Source: an optimization exercise on an open RTL-to-GDS flow (aim: small area and a short achievable clock period). Production flows keep margins and buffers that such runs may drop.
Only simulation tests tie the RTL to the original design; equivalence was not proved.
Power figures rest on the tool's default switching activity, not on a simulated workload.

==> inputs of job 7883 <==
==> flow/design.v <==
package cpu_pkg;
	localparam int xlen       = 32;  
	localparam int reg_addr_w = 5;   
	localparam int iw         = 27;  
	localparam logic [5:0] op_rtype = 6'b000000;
	localparam logic [5:0] op_addi  = 6'b001000;
	localparam logic [5:0] op_beq   = 6'b000100;
	localparam logic [5:0] fn_add = 6'd32;
	localparam logic [5:0] fn_sub = 6'd34;
	localparam logic [5:0] fn_and = 6'd36;
	localparam logic [5:0] fn_or  = 6'd37;
	localparam logic [5:0] fn_nor = 6'd39;
	localparam logic [5:0] fn_slt = 6'd42;
	localparam logic [2:0] k_add = 3'b000;
	localparam logic [2:0] k_sub = 3'b001;
	localparam logic [2:0] k_beq = 3'b010;
	localparam logic [2:0] k_slt = 3'b011;
	localparam logic [2:0] k_and = 3'b100;
	localparam logic [2:0] k_or  = 3'b101;
	localparam logic [2:0] k_nor = 3'b110;
	localparam int fw = 12 + 12 + 17;
endpackage
`timescale 1ns/100ps
module reg_file (
	input  logic        clk,
	input  logic        rst,
	input  logic [3:0]  i_rs_lo,   
	input  logic [7:0]  i_rs_hi,   
	input  logic [3:0]  i_rt_lo,
	input  logic [7:0]  i_rt_hi,
	input  logic        i_we,      
	input  logic [4:0]  i_wreg,    
	input  logic [31:0] i_wdata,
	output logic [31:0] o_rs_data,
	output logic [31:0] o_rt_data
);
	logic [31:0] regs [1:31];
	logic [31:0] wval;
	always_comb
	begin
		o_rs_data = '0;
		o_rt_data = '0;
		for (int i = 1; i < 32; i++)
		begin
			o_rs_data = o_rs_data | ({32{i_rs_lo[i % 4] & i_rs_hi[i / 4]}} & regs[i]);
			o_rt_data = o_rt_data | ({32{i_rt_lo[i % 4] & i_rt_hi[i / 4]}} & regs[i]);
		end
	end
	assign wval = rst ? i_wdata : '0;
	always_ff @(posedge clk)
	begin
		for (int i = 1; i < 32; i++)
			if (!rst || (i_we && i_wreg == 5'(i)))
				regs[i] <= wval;
	end
endmodule
`timescale 1ns/100ps
module fetch_stage (
	input  logic                   clk,
	input  logic                   rst,
	input  logic                   i_stall,
	input  logic                   i_branch_taken,   
	input  logic [5:0]             i_branch_target,  
	input  logic                   i_imem_we,
	input  logic [5:0]             i_imem_addr,
	input  logic [31:0]            i_imem_data,
	output logic [cpu_pkg::fw-1:0] o_instr,
	output logic [5:0]             o_pc_next,        
	output logic                   o_valid
);
	logic [cpu_pkg::iw-1:0] imem [64];
	logic [5:0]             pc;  
	logic [5:0]             pc_plus1;
	logic [cpu_pkg::iw-1:0] wword;
	logic [cpu_pkg::iw-1:0] fword;
	logic [5:0]  op, fn;
	logic [4:0]  rs, rt, rd;
	logic [15:0] imm;
	logic [2:0]  kind;
	logic        zero_ops;
	assign op  = i_imem_data[31:26];
	assign rs  = i_imem_data[25:21];
	assign rt  = i_imem_data[20:16];
	assign rd  = i_imem_data[15:11];
	assign fn  = i_imem_data[5:0];
	assign imm = i_imem_data[15:0];
	always_comb
	begin
		kind     = cpu_pkg::k_and;
		zero_ops = 1'b1;
		if (op == cpu_pkg::op_rtype)
		begin
			zero_ops = 1'b0;
			case (fn)
				cpu_pkg::fn_add: kind = cpu_pkg::k_add;
				cpu_pkg::fn_sub: kind = cpu_pkg::k_sub;
				cpu_pkg::fn_and: kind = cpu_pkg::k_and;
				cpu_pkg::fn_or:  kind = cpu_pkg::k_or;
				cpu_pkg::fn_nor: kind = cpu_pkg::k_nor;
				cpu_pkg::fn_slt: kind = cpu_pkg::k_slt;
				default:         zero_ops = 1'b1;  
			endcase
		end
		else if (op == cpu_pkg::op_beq)
		begin
			kind     = cpu_pkg::k_beq;
			zero_ops = 1'b0;
		end
	end
	always_comb
	begin
		if (op == cpu_pkg::op_addi)
			wword = {rs, rt, 1'b1, imm};
		else if (op == cpu_pkg::op_beq)
			wword = {rs, rt, 1'b0, kind, imm[4:0], imm[5], 7'd0};
		else if (op == cpu_pkg::op_rtype)
			wword = {zero_ops ? 10'd0 : {rs, rt}, 1'b0, kind, rd, 8'd0};
		else
			wword = {10'd0, 1'b0, kind, 5'd0, 8'd0};
	end
	always_ff @(posedge clk)
	begin
		if (i_imem_we)
			imem[i_imem_addr] <= wword;
	end
	assign pc_plus1 = pc + 6'd1;
	always_ff @(posedge clk)
	begin
		if (!rst)
		begin
			pc      <= '0;
			o_valid <= 1'b0;
		end
		else if (!i_stall)
		begin
			pc      <= i_branch_taken ? i_branch_target : pc_plus1;
			o_valid <= !i_branch_taken;  
		end
	end
	assign fword = imem[pc];
	always_ff @(posedge clk)
	begin
		if (!i_stall)
		begin
			o_instr   <= {4'b0001 << fword[23:22], 8'b00000001 << fword[26:24],
			              4'b0001 << fword[18:17], 8'b00000001 << fword[21:19],
			              fword[16:0]};
			o_pc_next <= pc_plus1;
		end
	end
endmodule
`timescale 1ns/100ps
module decode_stage (
	input  logic                   clk,
	input  logic                   rst,
	input  logic                   i_stall,
	input  logic                   i_flush,    
	input  logic [cpu_pkg::fw-1:0] i_instr,
	input  logic [5:0]             i_pc_next,
	input  logic                   i_valid,
	input  logic                   i_we,       
	input  logic [4:0]             i_wreg,
	input  logic [31:0]            i_wdata,
	output logic [31:0]            o_p,        
	output logic [31:0]            o_g,        
	output logic                   o_cin,      
	output logic [4:0]             o_sel,      
	output logic [5:0]             o_t,        
	output logic                   o_wr,       
	output logic                   o_br        
);
	logic [3:0]  rs_lo, rt_lo;
	logic [7:0]  rs_hi, rt_hi;
	logic [16:0] w;
	logic [31:0] rs_data, rt_data, b, bx;
	logic        addi, beq, sub;
	logic [2:0]  kind;
	logic [4:0]  rt, dest;
	logic [5:0]  target;
	assign {rs_lo, rs_hi, rt_lo, rt_hi, w} = i_instr;
	reg_file reg_file_inst (
		.clk       (clk),
		.rst       (rst),
		.i_rs_lo   (rs_lo),
		.i_rs_hi   (rs_hi),
		.i_rt_lo   (rt_lo),
		.i_rt_hi   (rt_hi),
		.i_we      (i_we),
		.i_wreg    (i_wreg),
		.i_wdata   (i_wdata),
		.o_rs_data (rs_data),
		.o_rt_data (rt_data)
	);
	assign rt[0]  = rt_lo[1] | rt_lo[3];
	assign rt[1]  = rt_lo[2] | rt_lo[3];
	assign rt[2]  = rt_hi[1] | rt_hi[3] | rt_hi[5] | rt_hi[7];
	assign rt[3]  = rt_hi[2] | rt_hi[3] | rt_hi[6] | rt_hi[7];
	assign rt[4]  = rt_hi[4] | rt_hi[5] | rt_hi[6] | rt_hi[7];
	assign addi   = w[16];
	assign kind   = addi ? cpu_pkg::k_add : w[15:13];
	assign beq    = kind == cpu_pkg::k_beq;
	assign sub    = kind == cpu_pkg::k_sub || kind == cpu_pkg::k_slt;
	assign dest   = addi ? rt : w[12:8];
	assign target = i_pc_next + {w[7], w[12:8]};
	assign b  = addi ? {{16{w[15]}}, w[15:0]} : rt_data;
	assign bx = b ^ {32{sub}};
	always_ff @(posedge clk)
	begin
		if (!rst)
		begin
			o_wr <= 1'b0;
			o_br <= 1'b0;
		end
		else if (!i_stall)
		begin
			o_wr <= i_valid && !i_flush && !beq && dest != 5'd0;
			o_br <= i_valid && !i_flush && beq;
		end
	end
	always_ff @(posedge clk)
	begin
		if (!i_stall)
		begin
			o_p   <= rs_data ^ bx;
			o_g   <= rs_data & bx;
			o_cin <= sub;
			o_sel <= {kind == cpu_pkg::k_nor, kind == cpu_pkg::k_or, kind == cpu_pkg::k_and,
			          kind == cpu_pkg::k_slt, kind == cpu_pkg::k_add || kind == cpu_pkg::k_sub};
			o_t   <= beq ? target : {1'b0, dest};
		end
	end
endmodule
`timescale 1ns/100ps
module execute_stage (
	input  logic        clk,
	input  logic        rst,
	input  logic        i_stall,
	input  logic [31:0] i_p,
	input  logic [31:0] i_g,
	input  logic        i_cin,
	input  logic [4:0]  i_sel,
	input  logic [5:0]  i_t,
	input  logic        i_wr,
	input  logic        i_br,
	output logic        o_branch_taken,
	output logic [5:0]  o_branch_target,
	output logic        o_rf_we,         
	output logic [4:0]  o_rf_wreg,
	output logic [31:0] o_rf_wdata,
	output logic        o_we,            
	output logic [4:0]  o_wreg,
	output logic [31:0] o_wdata
);
	logic [31:0] gk [6];  
	logic [31:0] pk [6];
	logic [32:0] c;       
	logic [31:0] sum, lor, res;
	logic        lt;
	logic        we_q;
	always_comb
	begin
		gk[0] = i_g;
		pk[0] = i_p;
		gk[0][0] = i_g[0] | (i_p[0] & i_cin);
		for (int k = 0; k < 5; k++)
			for (int i = 0; i < 32; i++)
				if (i >= (1 << k))
				begin
					gk[k+1][i] = gk[k][i] | (pk[k][i] & gk[k][i - (1 << k)]);
					pk[k+1][i] = pk[k][i] & pk[k][i - (1 << k)];
				end
				else
				begin
					gk[k+1][i] = gk[k][i];
					pk[k+1][i] = pk[k][i];
				end
		c = {gk[5], i_cin};
	end
	assign sum = i_p ^ c[31:0];
	assign lor = i_p | i_g;                        
	assign lt  = i_p[31] ? !c[31] : i_g[31];       
	assign res = ({32{i_sel[0]}} & sum)
	           | {31'd0, i_sel[1] & lt}
	           | ({32{i_sel[2]}} & i_g)
	           | ({32{i_sel[3]}} & lor)
	           | ({32{i_sel[4]}} & ~lor);
	assign o_branch_taken  = i_br && i_p == '0;
	assign o_branch_target = i_t;
	assign o_rf_we    = i_wr && !i_stall;
	assign o_rf_wreg  = i_t[4:0];
	assign o_rf_wdata = res;
	always_ff @(posedge clk)
	begin
		if (!rst)
			we_q <= 1'b0;
		else if (!i_stall)
			we_q <= i_wr;
	end
	always_ff @(posedge clk)
	begin
		if (!i_stall)
		begin
			o_wreg  <= i_t[4:0];
			o_wdata <= res;
		end
	end
	assign o_we = we_q && !i_stall;  
endmodule
`timescale 1ns/100ps
module cpu_core #(
	parameter int imem_depth = 64  
) (
	input  logic                              clk,
	input  logic                              rst,
	input  logic                              i_stall,
	input  logic                              i_imem_we,
	input  logic [$clog2(imem_depth)-1:0]     i_imem_addr,
	input  logic [cpu_pkg::xlen-1:0]          i_imem_data,
	output logic                              o_wb_valid,
	output logic [cpu_pkg::reg_addr_w-1:0]    o_wb_reg,
	output logic [cpu_pkg::xlen-1:0]          o_wb_data
);
	logic [cpu_pkg::fw-1:0] f_instr;
	logic [5:0]             f_pc_next;
	logic                   f_valid;
	logic [31:0]            d_p, d_g;
	logic                   d_cin;
	logic [4:0]             d_sel;
	logic [5:0]             d_t;
	logic                   d_wr, d_br;
	logic                   x_taken;
	logic [5:0]             x_target;
	logic                   x_rf_we;
	logic [4:0]             x_rf_wreg;
	logic [31:0]            x_rf_wdata;
	fetch_stage fetch_stage_inst (
		.clk             (clk),
		.rst             (rst),
		.i_stall         (i_stall),
		.i_branch_taken  (x_taken),
		.i_branch_target (x_target),
		.i_imem_we       (i_imem_we),
		.i_imem_addr     (i_imem_addr),
		.i_imem_data     (i_imem_data),
		.o_instr         (f_instr),
		.o_pc_next       (f_pc_next),
		.o_valid         (f_valid)
	);
	decode_stage decode_stage_inst (
		.clk       (clk),
		.rst       (rst),
		.i_stall   (i_stall),
		.i_flush   (x_taken),
		.i_instr   (f_instr),
		.i_pc_next (f_pc_next),
		.i_valid   (f_valid),
		.i_we      (x_rf_we),
		.i_wreg    (x_rf_wreg),
		.i_wdata   (x_rf_wdata),
		.o_p       (d_p),
		.o_g       (d_g),
		.o_cin     (d_cin),
		.o_sel     (d_sel),
		.o_t       (d_t),
		.o_wr      (d_wr),
		.o_br      (d_br)
	);
	execute_stage execute_stage_inst (
		.clk             (clk),
		.rst             (rst),
		.i_stall         (i_stall),
		.i_p             (d_p),
		.i_g             (d_g),
		.i_cin           (d_cin),
		.i_sel           (d_sel),
		.i_t             (d_t),
		.i_wr            (d_wr),
		.i_br            (d_br),
		.o_branch_taken  (x_taken),
		.o_branch_target (x_target),
		.o_rf_we         (x_rf_we),
		.o_rf_wreg       (x_rf_wreg),
		.o_rf_wdata      (x_rf_wdata),
		.o_we            (o_wb_valid),
		.o_wreg          (o_wb_reg),
		.o_wdata         (o_wb_data)
	);
endmodule
==> flow/run.sh <==
#!/bin/bash
# synth_recipe.tcl (not shown) runs the flow's synth.tcl, then flattens the netlist and writes it again
# the make line also repeats each setting of config.mk as NAME=value (left out here)
make -C /OpenROAD-flow-scripts/flow DESIGN_CONFIG=/design/flow/config.mk WORK_HOME=/design/flow/orfs CLKGATE_MAP_FILE= SYNTH_SCRIPT=/design/flow/synth_recipe.tcl finish
==> flow/config.mk <==
export PLATFORM = sky130hd
export DESIGN_NAME = cpu_core
export DESIGN_NICKNAME = cpu_core
export VERILOG_FILES = /design/flow/design.v
export SDC_FILE = /design/flow/constraint.sdc
export NUM_CORES = 4
export LEC_CHECK = 0
export CAP_MARGIN = 20
export CORE_MARGIN = 2
export CORE_UTILIZATION = 40
export SETUP_SLACK_MARGIN = 3.0
export SLEW_MARGIN = 20
==> flow/constraint.sdc <==
create_clock -name core_clock -period 6.0 [get_ports {clk}]
set_input_delay 1.2000 -clock core_clock [delete_from_list [all_inputs] [get_ports {clk}]]
set_output_delay 1.2000 -clock core_clock [all_outputs]
set_load 0.01 [all_outputs]
==> inputs of job 1600, as changes to job 7883 <==
--- a/flow/design.v
+++ b/flow/design.v
@@ -124,20 +124,33 @@
 			imem[i_imem_addr] <= wword;
 	end
 	assign pc_plus1 = pc + 6'd1;
+	logic [7:0] pc_lo, pc_hi;
+	logic [7:0] tgt_lo, tgt_hi;
+	assign tgt_lo = 8'b00000001 << i_branch_target[2:0];
+	assign tgt_hi = 8'b00000001 << i_branch_target[5:3];
 	always_ff @(posedge clk)
 	begin
 		if (!rst)
 		begin
 			pc      <= '0;
+			pc_lo   <= 8'b00000001;
+			pc_hi   <= 8'b00000001;
 			o_valid <= 1'b0;
 		end
 		else if (!i_stall)
 		begin
 			pc      <= i_branch_taken ? i_branch_target : pc_plus1;
+			pc_lo   <= i_branch_taken ? tgt_lo : {pc_lo[6:0], pc_lo[7]};
+			pc_hi   <= i_branch_taken ? tgt_hi : (pc_lo[7] ? {pc_hi[6:0], pc_hi[7]} : pc_hi);
 			o_valid <= !i_branch_taken;  
 		end
 	end
-	assign fword = imem[pc];
+	always_comb
+	begin
+		fword = '0;
+		for (int w = 0; w < 64; w++)
+			fword = fword | ({cpu_pkg::iw{pc_lo[w % 8] & pc_hi[w / 8]}} & imem[w]);
+	end
 	always_ff @(posedge clk)
 	begin
 		if (!i_stall)
--- a/flow/config.mk
+++ b/flow/config.mk
@@ -8,5 +8,6 @@
 export CAP_MARGIN = 20
 export CORE_MARGIN = 2
 export CORE_UTILIZATION = 40
-export SETUP_SLACK_MARGIN = 3.0
+export SETUP_SLACK_MARGIN = 2.5
 export SLEW_MARGIN = 20
+export TNS_END_PERCENT = 5
==> inputs of job 2859, as changes to job 7883 <==
--- a/flow/design.v
+++ b/flow/design.v
@@ -18,6 +18,7 @@
 	localparam logic [2:0] k_and = 3'b100;
 	localparam logic [2:0] k_or  = 3'b101;
 	localparam logic [2:0] k_nor = 3'b110;
+	localparam logic [2:0] k_zero = 3'b111;  
 	localparam int fw = 12 + 12 + 17;
 endpackage
 `timescale 1ns/100ps
@@ -29,7 +30,7 @@
 	input  logic [3:0]  i_rt_lo,
 	input  logic [7:0]  i_rt_hi,
 	input  logic        i_we,      
-	input  logic [4:0]  i_wreg,    
+	input  logic [31:1] i_wsel,    
 	input  logic [31:0] i_wdata,
 	output logic [31:0] o_rs_data,
 	output logic [31:0] o_rt_data
@@ -50,7 +51,7 @@
 	always_ff @(posedge clk)
 	begin
 		for (int i = 1; i < 32; i++)
-			if (!rst || (i_we && i_wreg == 5'(i)))
+			if (!rst || (i_we && i_wsel[i]))
 				regs[i] <= wval;
 	end
 endmodule
@@ -73,24 +74,17 @@
 	logic [5:0]             pc_plus1;
 	logic [cpu_pkg::iw-1:0] wword;
 	logic [cpu_pkg::iw-1:0] fword;
-	logic [5:0]  op, fn;
-	logic [4:0]  rs, rt, rd;
-	logic [15:0] imm;
-	logic [2:0]  kind;
-	logic        zero_ops;
-	assign op  = i_imem_data[31:26];
-	assign rs  = i_imem_data[25:21];
-	assign rt  = i_imem_data[20:16];
-	assign rd  = i_imem_data[15:11];
-	assign fn  = i_imem_data[5:0];
-	assign imm = i_imem_data[15:0];
+	logic [5:0] op, fn;
+	logic [2:0] kind;
+	logic       known;
+	assign op = i_imem_data[31:26];
+	assign fn = i_imem_data[5:0];
 	always_comb
 	begin
-		kind     = cpu_pkg::k_and;
-		zero_ops = 1'b1;
+		known = 1'b1;
+		kind  = cpu_pkg::k_zero;
 		if (op == cpu_pkg::op_rtype)
 		begin
-			zero_ops = 1'b0;
 			case (fn)
 				cpu_pkg::fn_add: kind = cpu_pkg::k_add;
 				cpu_pkg::fn_sub: kind = cpu_pkg::k_sub;
@@ -98,46 +92,51 @@
 				cpu_pkg::fn_or:  kind = cpu_pkg::k_or;
 				cpu_pkg::fn_nor: kind = cpu_pkg::k_nor;
 				cpu_pkg::fn_slt: kind = cpu_pkg::k_slt;
-				default:         zero_ops = 1'b1;  
+				default:         kind = cpu_pkg::k_zero;  
 			endcase
 		end
 		else if (op == cpu_pkg::op_beq)
-		begin
-			kind     = cpu_pkg::k_beq;
-			zero_ops = 1'b0;
-		end
-	end
-	always_comb
-	begin
-		if (op == cpu_pkg::op_addi)
-			wword = {rs, rt, 1'b1, imm};
-		else if (op == cpu_pkg::op_beq)
-			wword = {rs, rt, 1'b0, kind, imm[4:0], imm[5], 7'd0};
-		else if (op == cpu_pkg::op_rtype)
-			wword = {zero_ops ? 10'd0 : {rs, rt}, 1'b0, kind, rd, 8'd0};
-		else
-			wword = {10'd0, 1'b0, kind, 5'd0, 8'd0};
-	end
+			kind = cpu_pkg::k_beq;
+		else if (op != cpu_pkg::op_addi)
+			known = 1'b0;  
+	end
+	assign wword = {i_imem_data[25:16], op == cpu_pkg::op_addi,
+	                i_imem_data[15:11] & {5{known}},
+	                (op == cpu_pkg::op_addi) ? i_imem_data[10:8] : kind,
+	                i_imem_data[7:0]};
 	always_ff @(posedge clk)
 	begin
 		if (i_imem_we)
 			imem[i_imem_addr] <= wword;
 	end
 	assign pc_plus1 = pc + 6'd1;
+	logic [7:0] pc_lo, pc_hi;
+	logic [7:0] tgt_lo, tgt_hi;
+	assign tgt_lo = 8'b00000001 << i_branch_target[2:0];
+	assign tgt_hi = 8'b00000001 << i_branch_target[5:3];
 	always_ff @(posedge clk)
 	begin
 		if (!rst)
 		begin
 			pc      <= '0;
+			pc_lo   <= 8'b00000001;
+			pc_hi   <= 8'b00000001;
 			o_valid <= 1'b0;
 		end
 		else if (!i_stall)
 		begin
 			pc      <= i_branch_taken ? i_branch_target : pc_plus1;
+			pc_lo   <= i_branch_taken ? tgt_lo : {pc_lo[6:0], pc_lo[7]};
+			pc_hi   <= i_branch_taken ? tgt_hi : (pc_lo[7] ? {pc_hi[6:0], pc_hi[7]} : pc_hi);
 			o_valid <= !i_branch_taken;  
 		end
 	end
-	assign fword = imem[pc];
+	always_comb
+	begin
+		fword = '0;
+		for (int w = 0; w < 64; w++)
+			fword = fword | ({cpu_pkg::iw{pc_lo[w % 8] & pc_hi[w / 8]}} & imem[w]);
+	end
 	always_ff @(posedge clk)
 	begin
 		if (!i_stall)
@@ -159,13 +158,14 @@
 	input  logic [5:0]             i_pc_next,
 	input  logic                   i_valid,
 	input  logic                   i_we,       
-	input  logic [4:0]             i_wreg,
+	input  logic [31:1]            i_wsel,
 	input  logic [31:0]            i_wdata,
 	output logic [31:0]            o_p,        
 	output logic [31:0]            o_g,        
 	output logic                   o_cin,      
 	output logic [4:0]             o_sel,      
 	output logic [5:0]             o_t,        
+	output logic [31:1]            o_wsel,     
 	output logic                   o_wr,       
 	output logic                   o_br        
 );
@@ -186,7 +186,7 @@
 		.i_rt_lo   (rt_lo),
 		.i_rt_hi   (rt_hi),
 		.i_we      (i_we),
-		.i_wreg    (i_wreg),
+		.i_wsel    (i_wsel),
 		.i_wdata   (i_wdata),
 		.o_rs_data (rs_data),
 		.o_rt_data (rt_data)
@@ -197,11 +197,11 @@
 	assign rt[3]  = rt_hi[2] | rt_hi[3] | rt_hi[6] | rt_hi[7];
 	assign rt[4]  = rt_hi[4] | rt_hi[5] | rt_hi[6] | rt_hi[7];
 	assign addi   = w[16];
-	assign kind   = addi ? cpu_pkg::k_add : w[15:13];
+	assign kind   = addi ? cpu_pkg::k_add : w[10:8];
 	assign beq    = kind == cpu_pkg::k_beq;
 	assign sub    = kind == cpu_pkg::k_sub || kind == cpu_pkg::k_slt;
-	assign dest   = addi ? rt : w[12:8];
-	assign target = i_pc_next + {w[7], w[12:8]};
+	assign dest   = addi ? rt : w[15:11];
+	assign target = i_pc_next + w[5:0];
 	assign b  = addi ? {{16{w[15]}}, w[15:0]} : rt_data;
 	assign bx = b ^ {32{sub}};
 	always_ff @(posedge clk)
@@ -227,6 +227,8 @@
 			o_sel <= {kind == cpu_pkg::k_nor, kind == cpu_pkg::k_or, kind == cpu_pkg::k_and,
 			          kind == cpu_pkg::k_slt, kind == cpu_pkg::k_add || kind == cpu_pkg::k_sub};
 			o_t   <= beq ? target : {1'b0, dest};
+			for (int i = 1; i < 32; i++)
+				o_wsel[i] <= dest == 5'(i);
 		end
 	end
 endmodule
@@ -245,7 +247,6 @@
 	output logic        o_branch_taken,
 	output logic [5:0]  o_branch_target,
 	output logic        o_rf_we,         
-	output logic [4:0]  o_rf_wreg,
 	output logic [31:0] o_rf_wdata,
 	output logic        o_we,            
 	output logic [4:0]  o_wreg,
@@ -287,7 +288,6 @@
 	assign o_branch_taken  = i_br && i_p == '0;
 	assign o_branch_target = i_t;
 	assign o_rf_we    = i_wr && !i_stall;
-	assign o_rf_wreg  = i_t[4:0];
 	assign o_rf_wdata = res;
 	always_ff @(posedge clk)
 	begin
@@ -331,7 +331,7 @@
 	logic                   x_taken;
 	logic [5:0]             x_target;
 	logic                   x_rf_we;
-	logic [4:0]             x_rf_wreg;
+	logic [31:1]            d_wsel;
 	logic [31:0]            x_rf_wdata;
 	fetch_stage fetch_stage_inst (
 		.clk             (clk),
@@ -355,13 +355,14 @@
 		.i_pc_next (f_pc_next),
 		.i_valid   (f_valid),
 		.i_we      (x_rf_we),
-		.i_wreg    (x_rf_wreg),
+		.i_wsel    (d_wsel),
 		.i_wdata   (x_rf_wdata),
 		.o_p       (d_p),
 		.o_g       (d_g),
 		.o_cin     (d_cin),
 		.o_sel     (d_sel),
 		.o_t       (d_t),
+		.o_wsel    (d_wsel),
 		.o_wr      (d_wr),
 		.o_br      (d_br)
 	);
@@ -379,7 +380,6 @@
 		.o_branch_taken  (x_taken),
 		.o_branch_target (x_target),
 		.o_rf_we         (x_rf_we),
-		.o_rf_wreg       (x_rf_wreg),
 		.o_rf_wdata      (x_rf_wdata),
 		.o_we            (o_wb_valid),
 		.o_wreg          (o_wb_reg),
--- a/flow/config.mk
+++ b/flow/config.mk
@@ -10,3 +10,4 @@
 export CORE_UTILIZATION = 40
 export SETUP_SLACK_MARGIN = 3.0
 export SLEW_MARGIN = 20
+export TNS_END_PERCENT = 5
==> summary of the runs <==
- Sequential cell count: job 2859 > job 1600 > job 7883.
- The lowest synthesized cell count belongs to job 7883, the highest to job 2859.
- Register-to-register slack, lowest first: job 1600, job 2859, job 7883.
- In job 1600 the power is smaller than in job 2859, by 3.8%.
- Clock-buffer cell count, lowest first: job 2859, job 1600, job 7883.
- Utilization, lowest first: job 1600, job 2859, job 7883.

## afterwards: timing with drivers on the ports
The flow's constraints put no driver on any port. The routed layouts listed below were extracted and timed again, unchanged, in two steps.
Step 1: set_driving_cell puts a clkbuf_16 on clk and a buf_2 on each other input, an assumption about the parent block.
Step 2 moves the port delays by t, midway between the first and last clock arrival at a register: inputs arrive t later, outputs are due t later. That takes back most of the time a late clock gives input paths.
Three values: ideal ports, drivers, drivers and shift; two values: the first two.
| run | shift t [ns] | setup slack, ns | hold WS [ns] | clock arrival spread, ns | cell pins on the clock port's net |
|---|---|---|---|---|---|
| job 7883 | 1.001 | 2.354 / 2.354 / 1.815 | 0.521 / 0.521 / 0.521 | 0.095 / 0.094 | 1 |
| job 1600 | 0.972 | 1.968 / 1.968 / 1.414 | 0.491 / 0.491 / 0.491 | 0.075 / 0.075 | 1 |
| job 2859 | 0.970 | 2.243 / 2.287 / 1.326 | 0.484 / 0.470 / 0.484 | 0.085 / 0.085 | 1 |
After both steps setup and hold are still met in every run listed. For job 2859, which loses most, drivers alone change the setup slack by +0.044 ns; drivers and shift together by -0.917 ns.
